This is an optimization exercise on Yosys and OpenROAD, whose aim is small area, not a production implementation. The RTL was checked by simulation tests, not by an equivalence proof against the original design.

==> onyx <==
## id_stage_pipe
module id_stage_pipe #(
    parameter int XLEN     = 32,
    parameter int NUM_REGS = 32,
    parameter int RAW      = $clog2(NUM_REGS),
    parameter int LINK_REG = 31
) (
    input  logic               clk,
    input  logic               reset,
    input  logic               if_valid,
    input  logic [31:0]        if_instr,
    input  logic [31:0]        if_pc,
    output logic               id_ready,
    input  logic               wb_we,
    input  logic [RAW-1:0]     wb_addr,
    input  logic [XLEN-1:0]    wb_data,
    input  logic               ex_ready,
    input  logic               flush,
    output logic               ex_valid,
    output logic [31:0]        ex_pc,
    output logic [5:0]         ex_op,
    output logic [5:0]         ex_funct,
    output logic [4:0]         ex_shamt,
    output logic [XLEN-1:0]    ex_rs_data,
    output logic [XLEN-1:0]    ex_rt_data,
    output logic [XLEN-1:0]    ex_imm,
    output logic [25:0]        ex_target,
    output logic [RAW-1:0]     ex_dst,
    output logic               ex_regwrite,
    output logic               ex_memread,
    output logic               ex_memwrite
);
    localparam logic [RAW-1:0] LINK_ADDR = RAW'(LINK_REG);
    logic [XLEN-1:0]     rf [1:NUM_REGS-1];
    logic [NUM_REGS-1:1] written;
    logic [5:0]      op;
    logic [RAW-1:0]  rs;
    logic [RAW-1:0]  rt;
    assign op = if_instr[31:26];
    assign rs = if_instr[21 +: RAW];
    assign rt = if_instr[16 +: RAW];
    logic [3:0]          whi;
    logic [7:0]          wlo;
    logic [NUM_REGS-1:1] we_lo, we_hi;
    always_comb begin
        for (int j = 0; j < 4; j++) whi[j] = wb_we && wb_addr[4:3] == 2'(j);
        for (int k = 0; k < 8; k++) wlo[k] = wb_addr[2:0] == 3'(k);
    end
    id_wgate u_we_lo (.hi(whi), .lo(wlo), .en(we_lo));
    id_wgate u_we_hi (.hi(whi), .lo(wlo), .en(we_hi));
    always_ff @(posedge clk or posedge reset) begin
        if (reset) written <= '0;
        else
  ...
clock: 5.0 ns
lec_check: 0
cap_margin: 10
core_margin: 2
core_utilization: 55
place_density: 0.67
slew_margin: 10
synth_hierarchical: 1
standard.sh (not shown) runs the stock make flow with config.mk's settings and CLKGATE_MAP_FILE= SYNTH_SCRIPT=/design/flow/synth_recipe.tcl, a recipe that flattens the netlist after the stock synthesis.
==> flow/flow/run.sh <==
#!/bin/bash
# Own layout flow: the standard flow (standard.sh, unchanged synthesis) with
#  - port buffers made of the smallest plain buffer (buf_1) instead of the default pick,
#  - a clock tree of clkbuf_8 leaf clusters (up to 20 flops within 50 um), without dummy
#    balancing loads.
# Each tool's full output stays in orfs/logs/; make's own output goes to flow_make.log.
set -euo pipefail
export BUFFER_PORTS_ARGS="-buffer_cell sky130_fd_sc_hd__buf_1"
export CTS_ARGS="-sink_clustering_enable -repair_clock_nets -dont_use_dummy_load -buf_list {sky130_fd_sc_hd__clkbuf_8} -sink_clustering_size 20 -sink_clustering_max_diameter 50"
bash standard.sh finish > flow_make.log 2>&1
==> violet (differences from onyx) <==
==> flow/design.v (replaced) <==
module id_stage_pipe #(
    parameter int XLEN     = 32,
    parameter int NUM_REGS = 32,
    parameter int RAW      = $clog2(NUM_REGS),
    parameter int LINK_REG = 31
) (
    input  logic               clk,
    input  logic               reset,
    input  logic               if_valid,
    input  logic [31:0]        if_instr,
    input  logic [31:0]        if_pc,
    output logic               id_ready,
    input  logic               wb_we,
    input  logic [RAW-1:0]     wb_addr,
    input  logic [XLEN-1:0]    wb_data,
    input  logic               ex_ready,
    input  logic               flush,
    output logic               ex_valid,
    output logic [31:0]        ex_pc,
    output logic [5:0]         ex_op,
    output logic [5:0]         ex_funct,
    output logic [4:0]         ex_shamt,
    output logic [XLEN-1:0]    ex_rs_data,
    output logic [XLEN-1:0]    ex_rt_data,
    output logic [XLEN-1:0]    ex_imm,
    output logic [25:0]        ex_target,
    output logic [RAW-1:0]     ex_dst,
    output logic               ex_regwrite,
    output logic               ex_memread,
    output logic               ex_memwrite
);
    localparam logic [RAW-1:0] LINK_ADDR = RAW'(LINK_REG);
    logic [XLEN-1:0]     rf [1:NUM_REGS-1];
    logic [NUM_REGS-1:1] written;
    logic [5:0]      op;
    logic [RAW-1:0]  rs;
    logic [RAW-1:0]  rt;
    assign op = if_instr[31:26];
    assign rs = if_instr[21 +: RAW];
    assign rt = if_instr[16 +: RAW];
    always_ff @(posedge clk or posedge reset) begin
        if (reset) written <= '0;
        else if (wb_we)
            for (int i = 1; i < NUM_REGS; i++)
                if (wb_addr == RAW'(i)) written[i] <= 1'b1;
    end
    always_ff @(posedge clk) begin
        if (wb_we)
            for (int i = 1; i < NUM_REGS; i++)
                if (wb_addr == RAW'(i)) rf[i] <= wb_data;
    end
    logic            byp_rs, byp_rt;
    logic [XLEN-1:0] rs_data, rt_data;
    assign byp_rs = wb_we && wb_addr == rs && rs != '0;
    assign byp_rt = wb_we && wb_addr == rt && rt != '0;
    logic [3:0] hi_rs, hi_rt;
    logic [7:0] lo_rs, lo_rt;
    always_comb begin
        for (int j = 0; j < 4; j++) begin
            hi_rs[j] = !byp_rs && rs[4:3] == 2'(j);
            hi_rt[j] = !byp_rt && rt[4:3] == 2'(j);
        end
        for (int k = 0; k < 8; k++) begin
            lo_rs[k] = rs[2:0] == 3'(k);
            lo_rt[k] = rt[2:0] == 3'(k);
        end
    end
    logic [NUM_REGS-1:0] sel_rs_lo, sel_rs_hi, sel_rt_lo, sel_rt_hi;
    id_selgate u_sel_rs_lo (.hi(hi_rs), .lo(lo_rs), .byp(byp_rs), .written(written), .sel(sel_rs_lo));
    id_selgate u_sel_rs_hi (.hi(hi_rs), .lo(lo_rs), .byp(byp_rs), .written(written), .sel(sel_rs_hi));
    id_selgate u_sel_rt_lo (.hi(hi_rt), .lo(lo_rt), .byp(byp_rt), .written(written), .sel(sel_rt_lo));
    id_selgate u_sel_rt_hi (.hi(hi_rt), .lo(lo_rt), .byp(byp_rt), .written(written), .sel(sel_rt_hi));
    for (genvar b = 0; b < XLEN; b++) begin : g_rd
        logic [NUM_REGS-1:0] col;
        assign col[0] = wb_data[b];
        for (genvar i = 1; i < NUM_REGS; i++) begin : g_col
            assign col[i] = rf[i][b];
        end
        logic [NUM_REGS-1:0] s_rs, s_rt;
        if (b < XLEN/2) begin : g_lo
            assign s_rs = sel_rs_lo;
            assign s_rt = sel_rt_lo;
        end else begin : g_hi
            assign s_rs = sel_rs_hi;
            assign s_rt = sel_rt_hi;
        end
        id_rdbit u_rs (.sel(s_rs), .d(col), .y(rs_data[b]));
        id_rdbit u_rt (.sel(s_rt), .d(col), .y(rt_data[b]));
    end
    logic        ex_live;
    logic [31:0] ex_instr;
    logic [5:0]  eop;
    logic        ex_load;
    logic        rs_used, rt_used, stall;
    assign eop = ex_instr[31:26];
    assign ex_memread = (eop == 6'h23);
    always_comb begin
        rs_used = !(op == 6'h02 || op == 6'h03 || op == 6'h0F);
        rt_used = (op == 6'h00 || op == 6'h2B || op == 6'h04 || op == 6'h05);
        stall   = if_valid && ex_live && ex_memread && ex_instr[20:16] != '0 &&
                  ((rs_used && ex_instr[20:16] == rs) || (rt_used && ex_instr[20:16] == rt));
    end
    assign id_ready = !stall && (!ex_live || ex_ready);
    assign ex_load  = !ex_live || ex_ready;
    always_ff @(posedge clk or posedge reset) begin
        if (reset)                  ex_live <= 1'b0;
        else if (flush)             ex_live <= 1'b0;
        else if (ex_live && !ex_ready) ex_live <= 1'b1;
        else if (stall)             ex_live <= 1'b0;
        else                        ex_live <= if_valid;
    end
    always_ff @(posedge clk) begin
        if (ex_load) begin
            ex_pc      <= if_pc;
            ex_instr   <= if_instr;
            ex_rs_data <= rs_data;
            ex_rt_data <= rt_data;
        end
    end
    assign ex_valid  = ex_live;
    assign ex_op     = eop;
    assign ex_funct  = ex_instr[5:0];
    assign ex_shamt  = ex_instr[10:6];
    assign ex_target = ex_instr[25:0];
    always_comb begin
        ex_dst      = '0;
        ex_regwrite = 1'b0;
        ex_memwrite = 1'b0;
        case (eop)
            6'h00: begin
                ex_dst      = ex_instr[15:11];
                ex_regwrite = (ex_instr[5:0] != 6'h08);
            end
            6'h08, 6'h09, 6'h0A, 6'h0B, 6'h0C, 6'h0D, 6'h0E, 6'h0F, 6'h23: begin
                ex_dst      = ex_instr[20:16];
                ex_regwrite = 1'b1;
            end
            6'h2B:   ex_memwrite = 1'b1;
            6'h03: begin
                ex_dst      = LINK_ADDR;
                ex_regwrite = 1'b1;
            end
            default: ;
        endcase
        case (eop)
            6'h0C, 6'h0D, 6'h0E: ex_imm = XLEN'(ex_instr[15:0]);
            6'h0F:               ex_imm = XLEN'({ex_instr[15:0], 16'h0000});
            default:             ex_imm = XLEN'($signed(ex_instr[15:0]));
        endcase
    end
endmodule
module id_selgate (
    input  logic [3:0]  hi,
    input  logic [7:0]  lo,
    input  logic        byp,
    input  logic [31:1] written,
    output logic [31:0] sel
);
    assign sel[0] = byp;
    for (genvar i = 1; i < 32; i++) begin : g_s
        assign sel[i] = hi[i / 8] && lo[i % 8] && written[i];
    end
endmodule
module id_rdbit (
    input  logic [31:0] sel,
    input  logic [31:0] d,
    output logic        y
);
    logic [11:0] n;
    logic [2:0]  p;
    for (genvar k = 0; k < 10; k++) begin : g_t
        id_aoi222 u_t (.a0(sel[3*k]),   .b0(d[3*k]),
                       .a1(sel[3*k+1]), .b1(d[3*k+1]),
                       .a2(sel[3*k+2]), .b2(d[3*k+2]), .y(n[k]));
    end
    id_nand2 u_t10 (.a(sel[30]), .b(d[30]), .y(n[10]));
    id_nand2 u_t11 (.a(sel[31]), .b(d[31]), .y(n[11]));
    id_nand4 u_p0 (.a(n[0]), .b(n[1]), .c(n[2]), .d(n[3]), .y(p[0]));
    id_nand4 u_p1 (.a(n[4]), .b(n[5]), .c(n[6]), .d(n[7]), .y(p[1]));
    id_nand4 u_p2 (.a(n[8]), .b(n[9]), .c(n[10]), .d(n[11]), .y(p[2]));
    id_or3   u_y  (.a(p[0]), .b(p[1]), .c(p[2]), .y(y));
endmodule
module id_aoi222 (
    input  logic a0, b0, a1, b1, a2, b2,
    output logic y
);
    assign y = ~((a0 & b0) | (a1 & b1) | (a2 & b2));
endmodule
module id_nand2 (
    input  logic a, b,
    output logic y
);
    assign y = ~(a & b);
endmodule
module id_nand4 (
    input  logic a, b, c, d,
    output logic y
);
    assign y = ~(a & b & c & d);
endmodule
module id_or3 (
    input  logic a, b, c,
    output logic y
);
    assign y = a | b | c;
endmodule
==> flow_summary.json <==
{
  "outcome": "timing/DRC/antenna clean",
  "ir_drop_mv": 0.195,
  "holdWs_ns": 0.328,
  "final_cell_mix": "edfxtp_1 (1,120), a222oi_1 (640), buf_1 (286), nand4_1 (198), nand2_1 (138)",
  "r2r_end": "ex_rt_data[16]$_DFFE_PP_",
  "placed_area_mm2": 0.0487,
  "netlist-cell-type-count": 42,
  "wirelength_mm": 157,
  "ys_seq_area_frac": 0.761,
  "num-nets-final": 3139,
  "initial_utilization": 0.554,
  "switching_power_uw": 4040,
  "p_leak_uw": 0.0160
}
-- figures above: violet

==> flow_summary.json <==
{
  "outcome": "timing/DRC/antenna clean",
  "placed_area_mm2": 0.0480,
  "netlist-cell-type-count": 43,
  "switching_power_uw": 4210,
  "num-nets-final": 3104,
  "r2r_end": "ex_rs_data[12]$_DFF_P_",
  "initial_utilization": 0.557,
  "wirelength_mm": 175
}
-- figures above: onyx

[what the ideal ports hide]
Ports are ideal in the flow. The routed layouts listed here were re-timed in OpenROAD.
Step 1, drivers: a clkbuf_16 drives clk and a buf_2 each remaining input, both assumed.
Step 2, shift: input delay + t, output delay - t, t = (earliest + latest rising clock arrival at the registers) / 2. This alone moves slack from input paths to output paths.
Three values: ideal, step 1, step 2; two values: the first two.
run | shift t [ns] | setup WS [ns] | hold WS [ns] | worst setup path at the end | slew at the worst register clock pin (ns)
onyx | 0.791 | 0.948 / 0.966 / 0.175 | 0.392 / 0.350 / 0.539 | input to register | 0.11 / 0.11
violet | 0.789 | 0.857 / 0.885 / 0.096 | 0.328 / 0.296 / 0.546 | input to register | 0.12 / 0.12
After both steps setup and hold are still met in every run listed. The setup slack of onyx, which loses most, moves by +0.018 ns with the drivers and by -0.773 ns with both steps.
